Background: an optimization exercise with open tools, aiming at a short achievable clock period and few clock cycles. Do not read the settings as production practice.
Function was checked by simulation only, so behaviour that the tests miss may differ from the original.
Power figures rest on the tool's default switching activity, not on a simulated workload.

==> design/flow/design.v <==
`default_nettype none
`default_nettype wire
`default_nettype none
package mips_pkg;
	typedef enum logic [5:0] {
		OP_SPECIAL = 6'h00,
		OP_BEQ     = 6'h04,
		OP_BNE     = 6'h05,
		OP_ADDIU   = 6'h09,
		OP_ORI     = 6'h0d,
		OP_LUI     = 6'h0f,
		OP_LW      = 6'h23,
		OP_SW      = 6'h2b
	} opcode_t;
	typedef enum logic [5:0] {
		FN_SLL  = 6'h00,
		FN_SRL  = 6'h02,
		FN_ADDU = 6'h21,
		FN_SUBU = 6'h23,
		FN_AND  = 6'h24,
		FN_OR   = 6'h25,
		FN_SLT  = 6'h2a
	} funct_t;
	typedef enum logic [2:0] {
		ALU_ADD,
		ALU_SUB,
		ALU_AND,
		ALU_OR,
		ALU_SLT,
		ALU_SLL,
		ALU_SRL,
		ALU_PASS_B
	} alu_op_t;
	typedef enum logic [1:0] {
		IMM_SIGN,
		IMM_ZERO,
		IMM_UPPER
	} imm_kind_t;
	typedef enum logic [1:0] {
		FWD_REG,
		FWD_FROM_M,
		FWD_FROM_W
	} fwd_sel_t;
endpackage
`default_nettype wire
`timescale 1ns/100ps
 `default_nettype none
`default_nettype wire
`default_nettype none
module mips_decoder (
	input  wire [32-1:0]    instr,
	output mips_pkg::alu_op_t       alu_op,
	output mips_pkg::imm_kind_t     imm_kind,
	output logic                    alu_src_imm,
	output logic                    shift_by_shamt,
	output logic                    reg_write,
	output logic [5-1:0] dest,
	output logic                    mem_read,
	output logic                    mem_write,
	output logic                    branch_eq,
	output logic                    branch_ne,
	output logic                    uses_rs,
	output logic                    uses_rt
);
	mips_pkg::opcode_t       opcode;
	mips_pkg::funct_t        funct;
	logic [5-1:0] rt;
	logic [5-1:0] rd;
	logic                    writes;
	assign opcode = mips_pkg::opcode_t'(instr[31:26]);
	assign funct  = mips_pkg::funct_t'(instr[5:0]);
	assign rt     = instr[20:16];
	assign rd     = instr[15:11];
	always_comb begin
		alu_op         = mips_pkg::ALU_ADD;
		imm_kind       = mips_pkg::IMM_SIGN;
		alu_src_imm    = 1'b0;
		shift_by_shamt = 1'b0;
		writes         = 1'b0;
		dest           = rt;
		mem_read       = 1'b0;
		mem_write      = 1'b0;
		branch_eq      = 1'b0;
		branch_ne      = 1'b0;
		uses_rs        = 1'b0;
		uses_rt        = 1'b0;
		case (opcode)
			mips_pkg::OP_SPECIAL: begin
				dest    = rd;
				writes  = 1'b1;
				uses_rs = 1'b1;
				uses_rt = 1'b1;
				case (funct)
					mips_pkg::FN_ADDU: alu_op = mips_pkg::ALU_ADD;
					mips_pkg::FN_SUBU: alu_op = mips_pkg::ALU_SUB;
					mips_pkg::FN_AND:  alu_op = mips_pkg::ALU_AND;
					mips_pkg::FN_OR:   alu_op = mips_pkg::ALU_OR;
					mips_pkg::FN_SLT:  alu_op = mips_pkg::ALU_SLT;
					mips_pkg::FN_SLL,
					mips_pkg::FN_SRL: begin
						alu_op         = (funct == mips_pkg::FN_SLL) ?
						                 mips_pkg::ALU_SLL : mips_pkg::ALU_SRL;
						shift_by_shamt = 1'b1;
						uses_rs        = 1'b0;
					end
					default: begin
						writes  = 1'b0;
						uses_rs = 1'b0;
						uses_rt = 1'b0;
					end
				endcase
			end
			mips_pkg::OP_ADDIU: begin
				alu_src_imm = 1'b1;
				writes      = 1'b1;
				uses_rs     = 1'b1;
			end
			mips_pkg::OP_ORI: begin
				alu_op      = mips_pkg::ALU_OR;
				imm_kind    = mips_pkg::IMM_ZERO;
				alu_src_imm = 1'b1;
				writes      = 1'b1;
				uses_rs     = 1'b1;
			end
			mips_pkg::OP_LUI: begin
				alu_op      = mips_pkg::ALU_PASS_B;
				imm_kind    = mips_pkg::IMM_UPPER;
				alu_src_imm = 1'b1;
				writes      = 1'b1;
			end
			mips_pkg::OP_LW: begin
				alu_src_imm = 1'b1;
				writes      = 1'b1;
				mem_read    = 1'b1;
				uses_rs     = 1'b1;
			end
			mips_pkg::OP_SW: begin
				alu_src_imm = 1'b1;
				mem_write   = 1'b1;
				uses_rs     = 1'b1;
				uses_rt     = 1'b1;
			end
			mips_pkg::OP_BEQ,
			mips_pkg::OP_BNE: begin
				branch_eq = (opcode == mips_pkg::OP_BEQ);
				branch_ne = (opcode == mips_pkg::OP_BNE);
				uses_rs   = 1'b1;
				uses_rt   = 1'b1;
			end
			default: ;
		endcase
	end
	assign reg_write = writes && (dest != '0);
endmodule
`default_nettype wire
`timescale 1ns/100ps
 `default_nettype none
`default_nettype wire
`default_nettype none
module mips_regfile (
	input  wire                     clk,
	input  wire                     rst_n,
	input  wire                     we,
	input  wire [5-1:0]  waddr,
	input  wire [32-1:0]    wdata,
	input  wire [5-1:0]  raddr_a,
	input  wire [5-1:0]  raddr_b,
	output logic [32-1:0]   rdata_a,
	output logic [32-1:0]   rdata_b
);
	logic [32-1:0] regs [32];
	always_ff @(posedge clk or negedge rst_n) begin
		if (!rst_n) begin
			for (int i = 0; i < 32; i++) begin
				regs[i] <= '0;
			end
		end else if (we && waddr != '0) begin
			regs[waddr] <= wdata;
		end
	end
	assign rdata_a = (raddr_a == '0) ? '0 :
	                 (we && waddr == raddr_a) ? wdata : regs[raddr_a];
	assign rdata_b = (raddr_b == '0) ? '0 :
	                 (we && waddr == raddr_b) ? wdata : regs[raddr_b];
endmodule
`default_nettype wire
`timescale 1ns/100ps
 `default_nettype none
`default_nettype wire
`default_nettype none
module mips_alu (
	input  wire [31:0]  a,
	input  wire [31:0]  b,
	input  wire [31:0]  sb,
	input  wire [3:0]   sh_lo,    
	input  wire [7:0]   shl_hi,   
	input  wire [7:0]   shr_hi,   
	input  wire         op_and,
	input  wire         op_or,
	output logic [31:0] p,       
	output logic [31:0] c,       
	output logic [31:0] oth,     
	output logic        lt       
);
	logic [31:0] g, sum;
	assign p = a ^ b;
	assign g = a & b;
	always_comb begin
		logic [31:0] gg, pp, gn, pn;
		gg = g;
		pp = p;
		for (int d = 1; d < 32; d = d * 2) begin
			for (int i = 0; i < 32; i++) begin
				if (i >= d) begin
					gn[i] = gg[i] | (pp[i] & gg[i-d]);
					pn[i] = pp[i] & pp[i-d];
				end else begin
					gn[i] = gg[i];
					pn[i] = pp[i];
				end
			end
			gg = gn;
			pp = pn;
		end
		c = {gg[30:0], 1'b0};
	end
	assign sum = p ^ c;
	assign lt  = (a[31] == b[31]) ? ~a[31] : ~sum[31];
	assign oth = ({32{op_and}} & g) |
	             ({32{op_or}}  & (g | p)) |
	             shl | shr;
	logic [31:0] l1, r1, shl, shr;
	always_comb begin
		l1  = '0;
		r1  = '0;
		shl = '0;
		shr = '0;
		for (int k = 0; k < 4; k++) begin
			l1 = l1 | ((sb << k) & {32{sh_lo[k]}});
			r1 = r1 | ((sb >> k) & {32{sh_lo[k]}});
		end
		for (int j = 0; j < 8; j++) begin
			shl = shl | ((l1 << (4 * j)) & {32{shl_hi[j]}});
			shr = shr | ((r1 >> (4 * j)) & {32{shr_hi[j]}});
		end
	end
endmodule
`default_nettype wire
`timescale 1ns/100ps
 `default_nettype none
`default_nettype wire
`default_nettype none
module mips_hazard_unit (
	input  wire [5-1:0]  rs_d,
	input  wire [5-1:0]  rt_d,
	input  wire                     uses_rs_d,
	input  wire                     uses_rt_d,
	input  wire                     branch_d,
	input  wire [5-1:0]  rs_e,
	input  wire [5-1:0]  rt_e,
	input  wire [5-1:0]  dest_e,
	input  wire                     reg_write_e,
	input  wire                     mem_read_e,
	input  wire [5-1:0]  dest_m,
	input  wire                     reg_write_m,
	input  wire                     mem_read_m,
	input  wire [5-1:0]  dest_w,
	input  wire                     reg_write_w,
	output mips_pkg::fwd_sel_t      fwd_a_e,
	output mips_pkg::fwd_sel_t      fwd_b_e,
	output mips_pkg::fwd_sel_t      fwd_a_d,
	output mips_pkg::fwd_sel_t      fwd_b_d,
	output logic                    stall
);
	logic load_use;
	logic branch_wait;
	function automatic logic [1:0] pick_e(input logic [5-1:0] src);
		if (reg_write_m && dest_m == src)
			pick_e = mips_pkg::FWD_FROM_M;
		else if (reg_write_w && dest_w == src)
			pick_e = mips_pkg::FWD_FROM_W;
		else
			pick_e = mips_pkg::FWD_REG;
	endfunction
	function automatic logic [1:0] pick_d(input logic [5-1:0] src);
		if (reg_write_m && !mem_read_m && dest_m == src)
			pick_d = mips_pkg::FWD_FROM_M;
		else
			pick_d = mips_pkg::FWD_REG;
	endfunction
	function automatic logic reads_reg(input logic [5-1:0] dest);
		reads_reg = (uses_rs_d && rs_d == dest) || (uses_rt_d && rt_d == dest);
	endfunction
	always_comb begin
		fwd_a_e = mips_pkg::fwd_sel_t'(pick_e(rs_e));
		fwd_b_e = mips_pkg::fwd_sel_t'(pick_e(rt_e));
		fwd_a_d = mips_pkg::fwd_sel_t'(pick_d(rs_d));
		fwd_b_d = mips_pkg::fwd_sel_t'(pick_d(rt_d));
	end
	always_comb begin
		load_use    = mem_read_e && reg_write_e && reads_reg(dest_e);
		branch_wait = branch_d &&
		              ((reg_write_e && reads_reg(dest_e)) ||
		               (mem_read_m && reg_write_m && reads_reg(dest_m)));
		stall       = load_use || branch_wait;
	end
endmodule
`default_nettype wire
`timescale 1ns/100ps
 `default_nettype none
`default_nettype wire
`default_nettype none
module mips_core (
	input  wire                    clk,
	input  wire                    rst_n,
	input  wire [32-1:0]   imem_data,
	input  wire [32-1:0]   dmem_rdata,
	output logic [32-1:0]  imem_addr,
	output logic [32-1:0]  dmem_addr,
	output logic [32-1:0]  dmem_wdata,
	output logic                   dmem_we
);
	localparam int BHT_AW = 6;
	localparam int BHT_N  = 1 << BHT_AW;
	logic [31:2]  pc_f;
	logic [31:0]  ir_d;
	logic [31:1]  rs_oh0_d, rt_oh0_d;    
	logic [31:1]  rs_ohn1_d, rt_ohn1_d;  
	logic [31:1]  rs_oh2_d, rt_oh2_d;    
	logic [31:1]  rs_ohn3_d, rt_ohn3_d;  
	logic         valid_d;
	logic [31:2]  pc_d;
	logic [31:0]  a_e;         
	logic [31:0]  b_e;         
	logic [31:0]  sb_e;        
	logic [31:0]  sd_e;        
	logic         sdl_e;       
	logic [3:0]   sh_lo_e;
	logic [7:0]   shl_hi_e, shr_hi_e;
	logic         arith_e, op_sub_e, op_slt_e, op_and_e, op_or_e;
	logic         regw_e, ld_e, st_e;
	logic [4:0]   dest_e;
	logic         br_e, beq_e, pred_e;
	logic [31:2]  alt_e;
	logic [BHT_AW-1:0] bidx_e;
	logic         bv_e;
	logic [1:0]   bc_e;
	logic [31:0]  alu_m;
	logic [31:0]  daddr_m;
	logic [31:0]  wdata_m;
	logic         we_m;
	logic         regw_m, ld_m;
	logic [4:0]   dest_m;
	logic [31:1]  wen_m;       
	logic [31:0]  rf [1:31];
	logic         bht_v [BHT_N];
	logic [1:0]   bht_c [BHT_N];
	logic [5:0]   op_d, fn_d;
	logic [4:0]   rs_d, rt_d, rd_d;
	logic [15:0]  imm_d;
	logic         r_addu, r_subu, r_and, r_or, r_slt, r_sll, r_srl;
	logic         i_addiu, i_ori, i_lui, i_lw, i_sw, i_beq, i_bne;
	logic         writes_d, regw_d, uses_a, uses_b, use_imm, ld_d, st_d, sh_d, bq_d;
	logic [4:0]   dest_d;
	logic [31:0]  imm_ext_d;
	assign op_d  = ir_d[31:26];
	assign fn_d  = ir_d[5:0];
	assign rs_d  = ir_d[25:21];
	assign rt_d  = ir_d[20:16];
	assign rd_d  = ir_d[15:11];
	assign imm_d = ir_d[15:0];
	localparam int DEC_W = 19;
	function automatic logic [DEC_W-1:0] predecode(input logic [31:0] w);
		logic [5:0] op, fn;
		logic       r, addu, subu, andr, orr, slt, sll, srl;
		logic       addiu, ori, lui, lw, sw, beq, bne, wr;
		logic [4:0] dst;
		op    = w[31:26];
		fn    = w[5:0];
		r     = (op == 6'h00);
		addu  = r && (fn == 6'h21);
		subu  = r && (fn == 6'h23);
		andr  = r && (fn == 6'h24);
		orr   = r && (fn == 6'h25);
		slt   = r && (fn == 6'h2a);
		sll   = r && (fn == 6'h00);
		srl   = r && (fn == 6'h02);
		addiu = (op == 6'h09);
		ori   = (op == 6'h0d);
		lui   = (op == 6'h0f);
		lw    = (op == 6'h23);
		sw    = (op == 6'h2b);
		beq   = (op == 6'h04);
		bne   = (op == 6'h05);
		wr    = addu | subu | andr | orr | slt | sll | srl | addiu | ori | lui | lw;
		dst   = r ? w[15:11] : w[20:16];
		predecode = {
			wr && (dst != 5'd0),                                             
			addiu | ori | lui | lw | sw,                                     
			addu | subu | andr | orr | slt | sll | srl | beq | bne,          
			addu | subu | andr | orr | slt | addiu | ori | lw | sw | beq | bne,  
			wr,                                                              
			bne, beq, sw, lw, lui, ori, addiu,                               
			srl, sll, slt, orr, andr, subu, addu                             
		};
	endfunction
	logic [DEC_W-1:0] dec_d;
	logic [4:0]       dest_pre_d;
	logic             wnz_d, imm_pre_d, ub_pre_d, ua_pre_d, wr_pre_d;
	assign {wnz_d, imm_pre_d, ub_pre_d, ua_pre_d, wr_pre_d,
	        i_bne, i_beq, i_sw, i_lw, i_lui, i_ori, i_addiu,
	        r_srl, r_sll, r_slt, r_or, r_and, r_subu, r_addu} = dec_d;
	assign writes_d = valid_d & wr_pre_d;
	assign dest_d   = dest_pre_d;
	assign regw_d   = valid_d & wnz_d;
	assign uses_a   = valid_d & ua_pre_d;
	assign uses_b   = valid_d & ub_pre_d;
	assign ld_d     = valid_d & i_lw;
	assign st_d     = valid_d & i_sw;
	assign sh_d     = r_sll | r_srl;
	assign bq_d     = i_beq | i_bne;
	assign use_imm  = imm_pre_d;
	always_comb begin
		if (i_ori)
			imm_ext_d = {16'h0000, imm_d};
		else if (i_lui)
			imm_ext_d = {imm_d, 16'h0000};
		else
			imm_ext_d = {{16{imm_d[15]}}, imm_d};
	end
	logic [31:0]  res_x;
	logic [31:0]  res_m;
	logic [31:0]  rf_a, rf_b, val_a, val_b, opa_d, opb_d;
	logic         m_a, m_b, e_a, e_b;
	logic         stall;
	assign res_m = ld_m ? dmem_rdata : alu_m;
	always_comb begin
		rf_a = '0;
		rf_b = '0;
		for (int i = 1; i < 32; i++) begin
			rf_a = rf_a | (rf[i] & {{8{~rs_ohn3_d[i]}}, {8{rs_oh2_d[i]}}, {8{~rs_ohn1_d[i]}}, {8{rs_oh0_d[i]}}});
			rf_b = rf_b | (rf[i] & {{8{~rt_ohn3_d[i]}}, {8{rt_oh2_d[i]}}, {8{~rt_ohn1_d[i]}}, {8{rt_oh0_d[i]}}});
		end
	end
	logic [4:0]   rs_f, rt_f;
	assign rs_f = imem_data[25:21];
	assign rt_f = imem_data[20:16];
	always_ff @(posedge clk or negedge rst_n) begin
		if (!rst_n) begin
			e_a <= 1'b0;
			e_b <= 1'b0;
			m_a <= 1'b0;
			m_b <= 1'b0;
		end else if (stall) begin
			e_a <= 1'b0;
			e_b <= 1'b0;
			m_a <= regw_e && (dest_e == rs_d);
			m_b <= regw_e && (dest_e == rt_d);
		end else begin
			e_a <= regw_d && (dest_d == rs_f);
			e_b <= regw_d && (dest_d == rt_f);
			m_a <= regw_e && (dest_e == rs_f);
			m_b <= regw_e && (dest_e == rt_f);
		end
	end
	assign val_a = m_a ? res_m : rf_a;
	assign val_b = m_b ? res_m : rf_b;
	assign opa_d = e_a ? res_x : val_a;
	assign opb_d = e_b ? res_x : val_b;
	logic         inv_d;
	logic [31:0]  a_oth_d, b_oth_d;
	assign inv_d   = r_subu | r_slt;
	assign a_oth_d = uses_a ? (val_a ^ {32{inv_d}}) : 32'd0;
	assign b_oth_d = use_imm ? imm_ext_d : val_b;
	assign stall = ld_e && ((uses_a && e_a) || (uses_b && e_b));
	logic         isbr_d, pred_d;
	logic [31:2]  seq_d, target_d;
	logic [BHT_AW-1:0] bidx_d;
	logic         bv_d;      
	logic [1:0]   bc_d;
	assign seq_d    = pc_f + 30'd1;
	always_comb begin
		logic [31:2] ta, tb, tp, tg, gn, pn;
		ta = pc_f;
		tb = {{14{imm_d[15]}}, imm_d};
		tp = ta ^ tb;
		tg = ta & tb;
		for (int d = 1; d < 30; d = d * 2) begin
			for (int i = 2; i < 32; i++) begin
				if (i - 2 >= d) begin
					gn[i] = tg[i] | (tp[i] & tg[i-d]);
					pn[i] = tp[i] & tp[i-d];
				end else begin
					gn[i] = tg[i];
					pn[i] = tp[i];
				end
			end
			tg = gn;
			tp = pn;
		end
		target_d = (ta ^ tb) ^ {tg[30:2], 1'b0};
	end
	assign bidx_d   = pc_d[BHT_AW+1:2];
	assign isbr_d   = valid_d && bq_d && (imm_d != 16'd1);
	assign pred_d   = isbr_d && (bv_d ? bc_d[1] : (imm_d[15] | i_bne));
	logic [31:0]  sum_x, p_x, c_x, oth_x, oth_slt_x, fwd_a_x;
	logic         lt_x;
	logic         eq_x, taken_x, mis_x;
	mips_alu u_alu (
		.a      (a_e),
		.b      (b_e),
		.sb     (sb_e),
		.sh_lo  (sh_lo_e),
		.shl_hi (shl_hi_e),
		.shr_hi (shr_hi_e),
		.op_and (op_and_e),
		.op_or  (op_or_e),
		.p      (p_x),
		.c      (c_x),
		.oth    (oth_x),
		.lt     (lt_x)
	);
	assign sum_x     = p_x ^ c_x;
	assign oth_slt_x = {oth_x[31:1], oth_x[0] | (op_slt_e & lt_x)};
	assign res_x     = arith_e ? (p_x ^ c_x ^ {32{op_sub_e}}) : oth_slt_x;
	assign fwd_a_x   = arith_e ? (p_x ^ {32{op_sub_e ^ inv_d}} ^ c_x) : (oth_slt_x ^ {32{inv_d}});
	assign eq_x    = (a_e == b_e);
	assign taken_x = beq_e ? eq_x : !eq_x;
	assign mis_x   = br_e && (taken_x != pred_e);
	logic [31:2]  pc_next;
	logic [31:2]  pc_out;      
	assign pc_next   = mis_x ? alt_e : (stall ? pc_f : (pred_d ? target_d : seq_d));
	assign imem_addr = {pc_out, 2'b00};
	always_ff @(posedge clk or negedge rst_n) begin
		if (!rst_n) begin
			pc_f    <= '0;
			valid_d <= 1'b0;
		end else begin
			pc_f    <= pc_next;
			valid_d <= mis_x ? 1'b0 : (stall ? valid_d : 1'b1);
		end
	end
	always_ff @(posedge clk) begin
		pc_out <= rst_n ? pc_next : 30'd0;
	end
	always_ff @(posedge clk or negedge rst_n) begin
		if (!rst_n) begin
			ir_d       <= 32'h0000_0000;
			dec_d      <= predecode(32'h0000_0000);
			dest_pre_d <= '0;
		end else if (!stall) begin
			ir_d       <= imem_data;
			dec_d      <= predecode(imem_data);
			dest_pre_d <= (imem_data[31:26] == 6'h00) ? imem_data[15:11] : imem_data[20:16];
		end
	end
	logic [31:1]  rs_oh_f, rt_oh_f;
	always_comb begin
		for (int i = 1; i < 32; i++) begin
			rs_oh_f[i] = (imem_data[25:21] == i);
			rt_oh_f[i] = (imem_data[20:16] == i);
		end
	end
	always_ff @(posedge clk) begin
		if (!stall) begin
			rs_oh0_d  <= rs_oh_f;
			rt_oh0_d  <= rt_oh_f;
			rs_ohn1_d <= ~rs_oh_f;
			rt_ohn1_d <= ~rt_oh_f;
		end
	end
	always_ff @(posedge clk or negedge rst_n) begin
		if (!rst_n) begin
			rs_oh2_d  <= '0;
			rt_oh2_d  <= '0;
			rs_ohn3_d <= '1;
			rt_ohn3_d <= '1;
		end else if (!stall) begin
			rs_oh2_d  <= rs_oh_f;
			rt_oh2_d  <= rt_oh_f;
			rs_ohn3_d <= ~rs_oh_f;
			rt_ohn3_d <= ~rt_oh_f;
		end
	end
	always_ff @(posedge clk) begin
		if (!stall) begin
			pc_d <= pc_f;
			bc_d <= bht_c[pc_f[BHT_AW+1:2]];
		end
	end
	always_ff @(posedge clk or negedge rst_n) begin
		if (!rst_n)
			bv_d <= 1'b0;
		else if (!stall)
			bv_d <= bht_v[pc_f[BHT_AW+1:2]];
	end
	always_ff @(posedge clk or negedge rst_n) begin
		if (!rst_n) begin
			regw_e <= 1'b0;
			ld_e   <= 1'b0;
			st_e   <= 1'b0;
			br_e   <= 1'b0;
			dest_e <= '0;
		end else begin
			regw_e <= regw_d && !stall;
			ld_e   <= ld_d && !stall;
			st_e   <= st_d && !stall;
			br_e   <= isbr_d && !stall;
			dest_e <= stall ? 5'd0 : dest_d;
		end
	end
	always_ff @(posedge clk) begin
		a_e      <= (uses_a && e_a) ? fwd_a_x : a_oth_d;
		b_e      <= (!use_imm && e_b) ? res_x : b_oth_d;
		sd_e     <= opb_d;
		sdl_e    <= ld_e && e_b;
		for (int k = 0; k < 4; k++)
			sh_lo_e[k] <= (ir_d[7:6] == k);
		for (int j = 0; j < 8; j++) begin
			shl_hi_e[j] <= r_sll && (ir_d[10:8] == j);
			shr_hi_e[j] <= r_srl && (ir_d[10:8] == j);
		end
		arith_e  <= r_addu | i_addiu | i_lw | i_sw | r_subu;
		op_sub_e <= r_subu;
		op_slt_e <= r_slt;
		op_and_e <= r_and;
		op_or_e  <= r_or | i_ori | i_lui;
		beq_e    <= i_beq;
		pred_e   <= pred_d;
		alt_e    <= pred_d ? seq_d : target_d;
		bidx_e   <= bidx_d;
		bv_e     <= bv_d;
		bc_e     <= bc_d;
		sb_e     <= opb_d;
	end
	always_ff @(posedge clk or negedge rst_n) begin
		if (!rst_n) begin
			regw_m <= 1'b0;
			ld_m   <= 1'b0;
			we_m   <= 1'b0;
			dest_m <= '0;
			wen_m  <= '0;
		end else begin
			regw_m <= regw_e;
			ld_m   <= ld_e;
			we_m   <= st_e;
			dest_m <= dest_e;
			for (int i = 1; i < 32; i++)
				wen_m[i] <= regw_e && (dest_e == i);
		end
	end
	always_ff @(posedge clk) begin
		alu_m   <= res_x;
		daddr_m <= sum_x;
		wdata_m <= sdl_e ? dmem_rdata : sd_e;
	end
	assign dmem_addr  = daddr_m;
	assign dmem_wdata = wdata_m;
	assign dmem_we    = we_m;
	for (genvar i = 1; i < 32; i++) begin : g_rf
		always_ff @(posedge clk or negedge rst_n) begin
			if (!rst_n)
				rf[i] <= '0;
			else if (wen_m[i])
				rf[i] <= res_m;
		end
	end
	logic              br_u, taken_u, bv_u;
	logic [1:0]        bc_u;
	logic [BHT_AW-1:0] bidx_u;
	always_ff @(posedge clk or negedge rst_n) begin
		if (!rst_n)
			br_u <= 1'b0;
		else
			br_u <= br_e;
	end
	always_ff @(posedge clk) begin
		taken_u <= taken_x;
		bv_u    <= bv_e;
		bc_u    <= bc_e;
		bidx_u  <= bidx_e;
	end
	always_ff @(posedge clk or negedge rst_n) begin
		if (!rst_n) begin
			for (int i = 0; i < BHT_N; i++)
				bht_v[i] <= 1'b0;
		end else if (br_u) begin
			bht_v[bidx_u] <= 1'b1;
		end
	end
	always_ff @(posedge clk) begin
		if (br_u) begin
			if (!bv_u)
				bht_c[bidx_u] <= taken_u ? 2'd3 : 2'd0;
			else if (taken_u)
				bht_c[bidx_u] <= (bc_u == 2'd3) ? 2'd3 : bc_u + 2'd1;
			else
				bht_c[bidx_u] <= (bc_u == 2'd0) ? 2'd0 : bc_u - 2'd1;
		end
	end
endmodule
`default_nettype wire
==> design/flow/run.sh <==
#!/bin/bash
# synth_recipe.tcl (not shown) runs the flow's synth.tcl, then flattens the netlist and writes it again
# the make line also repeats each setting of config.mk as NAME=value (left out here)
make -C /OpenROAD-flow-scripts/flow DESIGN_CONFIG=/design/flow/config.mk WORK_HOME=/design/flow/orfs CLKGATE_MAP_FILE= SYNTH_SCRIPT=/design/flow/synth_recipe.tcl finish
==> design/flow/config.mk <==
export PLATFORM = sky130hd
export DESIGN_NAME = mips_core
export DESIGN_NICKNAME = mips_core
export VERILOG_FILES = /design/flow/design.v
export SDC_FILE = /design/flow/constraint.sdc
export NUM_CORES = 4
export LEC_CHECK = 0
export ABC_CLOCK_PERIOD_IN_PS = 2500
export CAP_MARGIN = 20
export CELL_PAD_IN_SITES_DETAIL_PLACEMENT = 1
export CELL_PAD_IN_SITES_GLOBAL_PLACEMENT = 2
export CORE_MARGIN = 2
export CORE_UTILIZATION = 35
export SETUP_SLACK_MARGIN = 5
export SLEW_MARGIN = 20
export TNS_END_PERCENT = 100
==> design/flow/constraint.sdc <==
create_clock -name core_clock -period 8.0 [get_ports {clk}]
set_input_delay 1.6000 -clock core_clock [delete_from_list [all_inputs] [get_ports {clk}]]
set_output_delay 1.6000 -clock core_clock [all_outputs]
set_load 0.01 [all_outputs]
==> flow_metrics.env <==
export IMPL_rows=182
export IMPL_use_met1_pct=53.2
export IMPL_clock_path_buffers=3
export IMPL_hold_viol=0
export IMPL_cellInternalPower_uw=19200
export IMPL_wirelength_mm=495
export IMPL_synth_top_area_share_pct=36.0
export IMPL_r2r_cells=12
export IMPL_cts_sinks=1867
export IMPL_grt_overflow_total=0
export IMPL_ir_worst_vdd_mv=0.227
export IMPL_slowest_stage="fa_2"
export IMPL_clock_skew_ps=56.2
export IMPL_setup_tns_final_ps=0
export IMPL_clockPowerShare_pct=37.6
export IMPL_reg2reg_slack_ps=4770
export IMPL_antenna_found_initial=39
export IMPL_setup_violations=0
export IMPL_layout_drive_gt1_share_pct=16.6
export IMPL_min_period_ps=3230
export IMPL_wl_per_cell_um=40.3
export IMPL_regArea_um2=46800
export IMPL_synth_mux_area_share_pct=2.34
export IMPL_synthDistinctLibCells=106
export IMPL_clk_latency_ps=890
export IMPL_power_frac_comb_pct=21.3
export IMPL_timing_slew_headroom_pct=10.1
export IMPL_drv_cap=0
export IMPL_cp_cell_sequence="ha_4 > fa_2 > a211oi_4 > nor2_4 > o2111ai_4 > o211ai_4 > buf_4 > a31o_4 > xnor3_2 > o21ai_4 > o21ai_2 > mux2i_1"
export IMPL_max_stage_delay_ps=390
export IMPL_met3_usage_pct=9.01
export IMPL_yosys_area_share_adder_pct=1.45
export IMPL_drv_slew=0
export IMPL_synth_edf_count=260
export IMPL_post_route_util_pct=42.0
export IMPL_grt_busiest_layer="met2"
export IMPL_hold_start="bidx_e[4]$_DFF_P_"
export IMPL_syn_inst=8828
export IMPL_yosysWarnings=4
export IMPL_die_area_um2=251000
export IMPL_cp_required_ps=8780
export IMPL_p_seq_share_pct=41.1
export IMPL_async_reset_ff_share_pct=70.1
export IMPL_p_switching_uw=9210
export IMPL_rsz0062_at_grt="yes"
export IMPL_tightest_slew_ps=1350
export IMPL_outcome="no timing/DRC/antenna violations"
export IMPL_placed_cell_area_um2=91700
export IMPL_clk_pin_slew_ps=60
export IMPL_num_fill_cells=26782
export IMPL_area_growth_pct=19.5
export IMPL_core_um2=246000
export IMPL_holdWs_ps=327
export IMPL_drt_iter0_drc=10715
export IMPL_hp_class="flip-flop to flip-flop"
export IMPL_final_cell_mix="nor2_1, a21oi_1, dfrtp_1"
export IMPL_fin_nets=9046
export IMPL_cp_buffers_inverters=1
export IMPL_worstSetupEndpointType="flip-flop"
export IMPL_gp_congestion=0.942
export IMPL_synth_avg_cell_area_um2=9.78
export IMPL_syn_area_um2=86400
export IMPL_start_util_pct=35.1
export IMPL_fp_dieW_um=501
export IMPL_final_area_um2=103000
export IMPL_start_kind="flip-flop"
export IMPL_critPathLaunch="a_e[0]$_DFF_P_"
export IMPL_holdPathEnd="bidx_u[4]$_DFF_P_"
export IMPL_final_cells=12308
export IMPL_cts_root_buf="clkbuf_16"
export IMPL_synthSimpleGateAreaFrac_pct=12.9
export IMPL_fin_crit_sh_pct=40.4
export IMPL_drtPass1Iterations=9
export IMPL_dp_hpwl_mm=320
export IMPL_crit_type="flip-flop to flip-flop"
export IMPL_min_path_cells=0
export IMPL_drc=0
export IMPL_final_common_cell="nor2_1"
export IMPL_grt_max_degree=186
export IMPL_multi_input_area_um2=38500
export IMPL_power_density_nw_per_um2=275
export IMPL_worstPathArrival_ps=4010
export IMPL_cts_tree="built"
export IMPL_critPathTopFamily="compound AO/OA/AOI/OAI gates"
export IMPL_synth_seq_area_share_pct=54.0
export IMPL_reg2reg_from="a_e[0]$_DFF_P_"
export IMPL_r2r_end="a_e[16]$_DFF_P_"
export IMPL_grt_pass1_wl_mm=671
export IMPL_synth_compound_area_share_pct=23.1
export IMPL_io_buffers=160
export IMPL_yosysTopAreaCell="dfrtp_1"
export IMPL_drt_antenna_violating_nets=0
export IMPL_synth_xor_area_share_pct=1.67
export IMPL_grt_pass1_vias=78159
export IMPL_timing_fmax_ghz=0.310
export IMPL_use_met2_pct=57.0
export IMPL_ys_ff_latch=1867
export IMPL_io_pins=163
export IMPL_die_height_um=501
export IMPL_numCtsBuffers=213
export IMPL_p_leak_uw=0.0410
export IMPL_via_per_inst=6.53
export IMPL_synth_top_family_by_area="compound AO/OA/AOI/OAI gates"
export IMPL_htreeDepth=4
export IMPL_crit_fanout=6
export IMPL_synthTopCellsByArea="dfrtp_1, edfxtp_1, a21oi_1, dfxtp_1, nor2_1"
export IMPL_dominantRegCellSynth="dfrtp_1"
export IMPL_vias=80370
export IMPL_swShare_pct=32.4
export IMPL_dp_cells=11712
export IMPL_grt_usage_pct=38.5
==> area by class of cell <==
class	instances	area share, %
Antenna cell	15	0.0364
Clock buffer	291	5.86
Clock inverter	116	1.51
Inverter	346	1.34
Multi-Input combinational cell	5923	37.3
Sequential cell	1867	45.4
Tap cell	3220	3.91
Timing Repair Buffer	530	4.70
==> logic make-up (layout without fill, tap and decap cells) <==
kind of cell	count (synthesis)	in the layout
adders and majority gates	99	99
muxes	145	148
buffers and inverters	1044	1283
AOI/OAI and AO/OA	2990	2990
DFF	1867	1867
xor gates and xnor gates	144	144
other	1	17
and+or+nand+nor	2538	2540
==> how the worst max path moves through the flow <==
stage	endpoint	cells after the start
6_report	a_e[16]$_DFF_P_	12
5_1_grt	b_e[28]$_DFF_P_	12
4_1_cts	a_e[12]$_DFF_P_	13
3_3_place_gp	a_e[16]$_DFF_P_	7
3_5_place_dp	a_e[12]$_DFF_P_	8
2_1_floorplan	bht_c[0][1]$_DFFE_PP_	3
==> registers in the layout, summed over array words and instances (netlist names), 18 cells and up <==
name       count
a_e           32
rs_ohn3_d     31
rt_oh2_d      31
wdata_m       32
rt_oh0_d      31
rs_oh0_d      31
bht_v         64
sd_e          32
rs_ohn1_d     31
daddr_m       32
pc_f          30
rt_ohn3_d     31
ir_d          26
bht_c        128
dec_d         18
b_e           32
pc_out        30
rt_ohn1_d     31
rf           992
alt_e         30
wen_m         31
rs_oh2_d      31
alu_m         32
==> cells in the mapped netlist, drive strengths merged, types with 45 or more instances <==
cell and number:
a211oi 47, a21o 95, a21oi 1284, a221oi 428, a22o 366, a22oi 279, and3 46, buf 94
clkbuf 603, dfrtp 1244, dfstp 64, dfxtp 299, edfxtp 260, ha 97, inv 317, mux2i 66
nand2 501, nand3 149, nand4 209, nor2 1318, nor2b 45, nor3 69, o21ai 235, or2 61
xnor2 87
==> worst register-to-register path, stage by stage (launching register included) <==
cell	delay [ps]
dfxtp_4	380
ha_4	200
fa_2	390
a211oi_4	270
nor2_4	90
o2111ai_4	300
o211ai_4	200
buf_4	200
a31o_4	220
xnor3_2	270
o21ai_4	260
o21ai_2	90
mux2i_1	240
==> through the flow <==
step,power (uW),worst slack (ps)
after global placement,16900,3300
final,28400,4770
after floorplan,14400,4010
after global routing,29400,4730
after CTS,28100,4800
after detailed placement,17000,3550
==> metal layers <==
metal	part of all wire, %	vias to the layer above
li1	-	32383
met1	42	42169
met2	43	4674
met3	9.4	1128
met4	5.6	16
met5	0.020	-
==> repair_timing <==
item | 4_1_cts | 5_1_grt
buffers inserted | 76 | 81
hold buffers | 0 | 0
pin swaps | 82 | 110
gates resized for setup | 774 | 227
cloned | 9 | 4
endpoints found under the setup margin | 594 | 371
==> power groups by stage <==
stage / combinational, uW / sequential, uW / clock, uW
finish: 6060 / 11700 / 10700
floorplan: 3100 / 11300 / 0
global route: 6470 / 11700 / 11200
detailed placement: 5210 / 11800 / 0
CTS: 5630 / 11600 / 10800
global placement: 5140 / 11700 / 0
Testbench counts, summed over its fixed seeds: cycles 83,102.

==> port drivers added, routing unchanged <==
The results above use ideal ports. As a check the final layout listed here was re-extracted and re-timed, cells and wires unchanged. Step 1 sets driving cells, clkbuf_16 on the clock port and buf_2 on the other inputs (assumed; they add their load-dependent delay and slew). Step 2, shift: input delay + t, output delay - t, t = (earliest + latest rising clock arrival at the registers) / 2. This alone moves slack from input paths to output paths. Slacks: ideal ports / drivers / drivers and shift; pairs: ideal ports / drivers.
shift t [ns]: 0.971
setup slack, ns: 4.772 / 4.772 / 3.928
slew at the worst register clock pin (ns): 0.07 / 0.07
After both steps setup and hold are still met in this run. For this run, drivers alone change the setup slack by 0.000 ns; drivers and shift together by -0.844 ns.
